Context: an optimization exercise on an open-source flow, tuned for small area. The choices shown serve that exercise and are no tape-out recipe.
Function was checked by simulation only, so behaviour that the tests miss may differ from the original.
Power figures rest on the tool's default switching activity, not on a simulated workload.

job 3779:
Design envelope_transient_shaper_unit, start of the top module:
module envelope_transient_shaper_unit
#(
    parameter int SAMPLE_BITS = 24,
    localparam int TDATA_W = ((2 * SAMPLE_BITS + 7) / 8) * 8
) (
    input  logic                   aclk,
    input  logic                   aresetn,
    input  logic                   cfg_wr_en,
    input  logic [1:0]             cfg_index,
    input  logic [22:0]            cfg_wdata,
    input  logic                   s_tvalid,
    output logic                   s_tready,
    input  logic [TDATA_W-1:0]     s_tdata,
    input  logic                   s_tuser,
    output logic                   m_tvalid,
    input  logic                   m_tready,
    output logic [TDATA_W-1:0]     m_tdata,
    output logic                   m_tuser
);
    logic [22:0] thr_reg;
    logic [15:0] att_reg;
    logic [15:0] sus_reg;
    logic        two_reg;
    always_ff @(posedge aclk) begin
        if (!aresetn) begin
            thr_reg <= 23'd8389;
            att_reg <= 16'd4096;
            sus_reg <= 16'd4096;
            two_reg <= 1'b1;
        end else if (cfg_wr_en) begin
            case (cfg_index)
                2'd0: thr_reg <= cfg_wdata;
                2'd1: att_reg <= cfg_wdata[15:0];
                2'd2: sus_reg <= cfg_wdata[15:0];
                default: two_reg <= cfg_wdata[0];
            endcase
        end
    end
  ...
For scale: ~960 cells after synthesis, roughly 190 flip-flops, roughly 0.010 mm^2 of cells after synthesis.
clock: 9.0 ns
lec_check: 0
cap_margin: 20
core_margin: 2
core_utilization: 40
slew_margin: 20
standard.sh (not shown) runs the stock make flow with config.mk's settings and CLKGATE_MAP_FILE= SYNTH_SCRIPT=/design/flow/synth_recipe.tcl, a recipe that flattens the netlist after the stock synthesis.
==> flow/flow/run.sh <==
#!/bin/bash
# The standard layout (standard.sh), with two changes to how it is built:
# the port buffers use the smallest buffer cell, and the clock tree uses a
# strong root buffer with small leaf buffers; non-critical gates are downsized
# after global routing (power recovery).
set -e
export BUFFER_PORTS_ARGS="-buffer_cell sky130_fd_sc_hd__buf_1"
export CTS_ARGS="-sink_clustering_enable -repair_clock_nets -root_buf sky130_fd_sc_hd__clkbuf_16 -buf_list sky130_fd_sc_hd__clkbuf_8"
export RECOVER_POWER=100
bash standard.sh > standard.log 2>&1
Ran to the end and failed final checks on capacitance limit, slew limit: job 3779.
Inputs modified between job 3779 and job 6369:
==> flow/flow/run.sh <==
#!/bin/bash
# The standard layout (standard.sh), with two changes to how it is built:
# the port buffers use the smallest buffer cell, and the clock tree uses a
# strong root buffer with small leaf buffers.
set -e
export BUFFER_PORTS_ARGS="-buffer_cell sky130_fd_sc_hd__buf_1"
export CTS_ARGS="-sink_clustering_enable -repair_clock_nets -root_buf sky130_fd_sc_hd__clkbuf_16 -buf_list sky130_fd_sc_hd__clkbuf_8"
bash standard.sh > standard.log 2>&1
Results
Job 6369 went all the way through the flow, and no timing, DRC or antenna check failed. Total net switching power: job 3779 vs job 6369 — no meaningful difference. In the reports for job 3779 and job 6369, the larger final max-slew violation count belongs to job 3779. Part of the cycle the worst path needs came out lower on job 6369 than on job 3779. Final non-filler cell area, job 3779 and job 6369: smaller value in job 3779.
The inputs of job 4151 differ from those of job 6369 as listed below.
==> flow/flow/run.sh <==
#!/bin/bash
# The standard layout (standard.sh), with the port buffers made from the
# smallest buffer cell.
set -e
export BUFFER_PORTS_ARGS="-buffer_cell sky130_fd_sc_hd__buf_1"
bash standard.sh > standard.log 2>&1
==> results.txt <==
- Job 4151 | stages: all done | timing, DRC, antenna: all pass
- Across both runs, global-route usage was higher for job 4151 than for job 6369.
- Looking only at final worst slack, and setting everything else aside, the higher value of job 4151 and job 6369 goes to job 4151.
- Comparing job 4151 against job 6369, there is no change at all in worst path buffer plus inverter count.
- Fraction of power consumed by the clock network: job 4151 vs job 6369 up 5.9 points
- Comparing job 4151 and job 6369, clock power is lower on job 6369.
- When the final numbers for job 4151 and job 6369 were put side by side, the final critical path time including I/O delays and setup turned out to be greater in job 6369.
- Power after layout, job 4151 and job 6369, higher one = job 4151.
Modified inputs, job 8227 compared to job 4151
==> flow/flow/run.sh <==
#!/bin/bash
# The standard layout (standard.sh), with two changes to how it is built:
# the port buffers use the smallest buffer cell, and the clock tree uses a
# strong root buffer with small leaf buffers.
set -e
export BUFFER_PORTS_ARGS="-buffer_cell sky130_fd_sc_hd__buf_1"
export CTS_ARGS="-sink_clustering_enable -repair_clock_nets -root_buf sky130_fd_sc_hd__clkbuf_16 -buf_list sky130_fd_sc_hd__clkbuf_16 -sink_clustering_size 30"
bash standard.sh > standard.log 2>&1
Notes after the runs:
Taking job 4151 as the reference, in job 8227 final critical-path share of the clock period has remained practically unchanged, wire length has remained practically unchanged, fraction of power consumed by sequential logic has increased, post-synthesis area per instance has remained practically unchanged, relative max-transition margin has increased. Job 8227 vs. job 4151: combinational power essentially unchanged, part of the power in the clock network decreased 0.3 points. Looking at job 4151 and job 8227, the multi-input logic portion of the cell area is a wash.
Edits applied to the flow inputs when going from job 8227 to job 9364:
Settings: CORE_UTILIZATION: 40 -> 65.
==> flow/flow/run.sh <==
#!/bin/bash
# The standard layout (standard.sh), with two changes to how it is built:
# the port buffers use the smallest buffer cell, and the clock tree uses a
# strong root buffer with small leaf buffers.
set -e
export BUFFER_PORTS_ARGS="-buffer_cell sky130_fd_sc_hd__buf_1"
export CTS_ARGS="-sink_clustering_enable -repair_clock_nets -root_buf sky130_fd_sc_hd__clkbuf_16 -buf_list sky130_fd_sc_hd__clkbuf_8"
bash standard.sh > standard.log 2>&1
Going from job 8227 to job 9364, global-route track usage on met1 +12 points, sequential share of layout area moved up, number of global-route vias before repair now sits lower. NOTE: global-route usage in job 9364 exceeds that of job 8227.

==> separate check: timing with driven ports <==
How much do the figures lean on ideal ports? The routed layouts below were timed once more, with nothing changed but the port constraints. Step 1 (the two cells are an assumption about what drives the block):
set clk [get_ports {aclk}]
set_driving_cell -lib_cell sky130_fd_sc_hd__clkbuf_16 $clk
set_driving_cell -lib_cell sky130_fd_sc_hd__buf_2 [delete_from_list [all_inputs] $clk]
Step 2 adds t to the input delays and takes it off the output delays; t is the mean of the earliest and latest rising clock arrival at the registers after step 1. Input paths then give back, and output paths get back, about the clock's delay inside the block. a / b / c = ideal / step 1 / step 2; a / b = the first two.
run | t (ns) | slack for setup (ns) | pins driven straight from the clock port
job 3779 | 0.438 | 0.927 / 0.927 / 0.877 | 1
job 6369 | 0.435 | 1.162 / 1.162 / 0.917 | 1
job 4151 | 0.480 | 1.166 / 1.166 / 0.885 | 1
job 8227 | 0.481 | 1.163 / 1.163 / 0.879 | 1
job 9364 | 0.431 | 1.207 / 1.207 / 0.868 | 1
The setup slack of job 9364, which loses most, moves by 0.000 ns with the drivers and by -0.339 ns with both steps.
